This design comes from an exercise in tuning for small area, a short achievable clock period and few clock cycles per item on the open sky130 flow, not from production work.
In this exercise RTL edits were held to simulation tests only and were not proved equivalent to the original.

before:
// rational_arith_gcd_reduce_top
module rational_arith_gcd_reduce_top (
  input  logic               clk,
  input  logic               rst,
  input  logic               operands_valid,
  output logic               operands_ready,
  input  logic [1:0]         operands_command,
  input  logic signed [15:0] operands_left_num,
  input  logic        [14:0] operands_left_den,
  input  logic signed [15:0] operands_right_num,
  input  logic        [14:0] operands_right_den,
  output logic               result_valid,
  input  logic               result_ready,
  output logic signed [31:0] result_result_num,
  output logic        [30:0] result_result_den,
  output logic               result_status
);
  localparam int K = 4;
  typedef enum logic [2:0] {
    S_IDLE, S_M0, S_M1, S_M2, S_M3, S_GCD, S_OUT
  } state_t;
  state_t state;
  state_t state_n;
  logic   pending;     
  logic   pending_n;
  logic   p1;          
  logic   p1_n;
  logic [1:0]  cmd;
  logic [14:0] cm;
  logic [14:0] bd;
  logic [14:0] dd;
  logic        an;
  logic        cn;
  logic fl_md;    
  logic fl_an;    
  logic fl_s2;    
  logic [30:0]        u;
  logic [30:0]        v;
  logic signed [31:0] a0;
  logic [29:0]        a1;
  logic signed [31:0] b0;
  logic [29:0]        b1;
  logic               status;
  logic in_m1;
  logic in_m2;
  logic in_m3;
  logic in_gcd;
  logic in_out;
  logic ready_q;
  logic take;
  assign operands_ready = ready_q;
  assign take = operands_valid && ready_q;
  logic [31:0] s1;     
  logic [30:0] dm;     
  logic [30:0] dmag;   
  logic        gt;     
  logic        u_zero;
  logic        uv_eq;
  assign s1 = {1'b0, u} - {1'b0, v};
  assign gt = !s1[31];
  always_comb begin
    logic [31:0] m;
    m = {1'b0, u ^ v};
    for (int s = 1; s < 32; s = s * 2) m = m | (m << s);
  ...
For scale: ~3,900 cells after synthesis, about 130 I/O pins, about 34,000 um^2 of cells after synthesis.
Settings: LEC_CHECK=0, CAP_MARGIN=20, CORE_MARGIN=2, CORE_UTILIZATION=55, PLACE_DENSITY=0.65, SETUP_SLACK_MARGIN=5, SLEW_MARGIN=20; clock period 9.0 ns.
run.sh (not shown) runs the stock make flow with config.mk's settings and CLKGATE_MAP_FILE= SYNTH_SCRIPT=/design/flow/synth_recipe.tcl, a recipe that flattens the netlist after the stock synthesis.
before did not stop at any stage, and its layout met the timing, DRC and antenna checks.
Testbench counts of before, summed over its fixed seeds: cycles 39,685, items 2,400.
Input changes introduced in after (baseline for comparison: before):
-- flow/config.mk --
<<< before, line 10
export CORE_UTILIZATION = 55
export PLACE_DENSITY = 0.65
>>> after, line 10
export CORE_UTILIZATION = 70
export PLACE_DENSITY = 0.8
--- outcome ---
after: GRT-0232 in global routing -> run aborted. after reports a lower number of core rows than before does. Compared with before, after shows a lower die extent in x. Starting density of the core: after > before. Synthesized net count essentially unchanged between after and before. As far as total of buffers placed on input and output ports is concerned, before and after perform about the same. Going from before to after, number of buffers inserted by post-CTS setup repair now smaller, routability-driven placement congestion ratio has increased, setup slack after placement dropped 240 ps. Between before and after, the difference in synthesized area is negligible. Relative to before, the post-cts sizing count measured on after has decreased by a few percent. HPWL after detailed placement on after is ahead of before.

rational_arith_gcd_reduce_top, a different RTL version from the one above (not shown whole).
Size: roughly 330 flip-flops, about 130 I/O pins, about 32000 µm² of cells after synthesis.
clock: 9.0 ns
lec_check: 0
cap_margin: 20
core_margin: 2
core_utilization: 48
place_density: 0.6
setup_slack_margin: 5
slew_margin: 20
Testbench counts at the start, summed over its fixed seeds: cycles 37,240, items 2,400.
Then changed:
--- a/flow/config.mk
+++ b/flow/config.mk
@@ -9,4 +9,4 @@
 export CORE_MARGIN = 2
-export CORE_UTILIZATION = 48
-export PLACE_DENSITY = 0.6
+export CORE_UTILIZATION = 55
+export PLACE_DENSITY = 0.65
 export SETUP_SLACK_MARGIN = 5
The changed run completed without violations.
Cell count goes down by 2.2%.
Final area goes down by 0.51%.
Synthesized area does not change.

Setup of build 37:
rational_arith_gcd_reduce_top again, from the RTL that the note above started with.
==> flow/design.v (excerpt) <==
module rational_arith_gcd_reduce_top (
  input  logic               clk,
  input  logic               rst,
  input  logic               operands_valid,
  output logic               operands_ready,
  input  logic [1:0]         operands_command,
  input  logic signed [15:0] operands_left_num,
  input  logic        [14:0] operands_left_den,
  input  logic signed [15:0] operands_right_num,
  input  logic        [14:0] operands_right_den,
  output logic               result_valid,
  input  logic               result_ready,
  output logic signed [31:0] result_result_num,
  output logic        [30:0] result_result_den,
  output logic               result_status
);
  localparam int K = 4;
  typedef enum logic [2:0] {
    S_IDLE, S_M0, S_M1, S_M2, S_M3, S_GCD, S_OUT
  } state_t;
  state_t state;
  state_t state_n;
  logic   pending;     
  logic   pending_n;
  logic   p1;          
  logic   p1_n;
  logic [1:0]  cmd;
  logic [14:0] bd;
  logic [14:0] mo;
  logic        mos;
  logic        an;
  logic        cn;
  ...
make LEC_CHECK=0 CAP_MARGIN=20 CORE_MARGIN=2 CORE_UTILIZATION=55 CTS_BUF_LIST='sky130_fd_sc_hd__clkbuf_4 sky130_fd_sc_hd__clkbuf_8' PLACE_DENSITY=0.65 SETUP_SLACK_MARGIN=5 SLEW_MARGIN=20 finish   # period 9.0 ns
Testbench counts of build 37, summed over its fixed seeds: cycles 37,240, items 2,400.
The inputs of build 79 differ from those of build 37 as listed below.
-- flow/config.mk --
<<< build 37, line 8
export CAP_MARGIN = 20
>>> build 79, line 8
export CAP_MARGIN = 10
<<< build 37, line 11
export CTS_BUF_LIST = sky130_fd_sc_hd__clkbuf_4 sky130_fd_sc_hd__clkbuf_8
>>> build 79, line 11
<<< build 37, line 14
export SLEW_MARGIN = 20
>>> build 79, line 13
export SLEW_MARGIN = 10
## What came out
Build 79 finished end to end and its layout was clean on timing, DRC and antenna.
Compared build 79 against build 37; via count within noise.
Between build 37 and build 79, count of non-CTS buffers in the layout increased.
| setup slack | build 79 vs build 37 | 46 ps higher |
Compare build 37 and build 79 | final clock period utilization by the worst path higher: build 37
Global-route wire length before repair: build 37 and build 79 compared, lower one is build 37
As far as final standard cell area without fillers is concerned, build 37 and build 79 perform about the same.
[compare] base=build 37 new=build 79: non-filler instance count after layout has decreased; final design utilization has remained practically unchanged.

## static timing again, ports no longer ideal
The results above use ideal ports. As a check the final layouts listed here were re-extracted and re-timed, cells and wires unchanged. Step 1 assumes that a clkbuf_16 drives the clock port and a buf_2 every other input. Step 2 moves the port delays by t, midway between the first and last clock arrival at a register: inputs arrive t later, outputs are due t later. That takes back most of the time a late clock gives input paths. Slacks: ideal / step 1 / step 2; pairs: ideal / step 1.
| run | t, ns | setup slack, ns | worst setup path at the end |
|---|---|---|---|
| before | 0.649 | 4.878 / 4.878 / 4.510 | input to register |
| the first run of note 2 | 0.630 | 5.032 / 5.032 / 4.777 | input to register |
| the second run of note 2 | 0.629 | 5.064 / 5.064 / 4.660 | input to register |
| build 37 | 0.727 | 5.000 / 5.000 / 4.470 | input to register |
| build 79 | 0.625 | 5.046 / 5.046 / 4.696 | input to register |
After both steps every run listed still meets setup and hold. The setup slack of build 37, which loses most, moves by 0.000 ns with the drivers and by -0.530 ns with both steps.
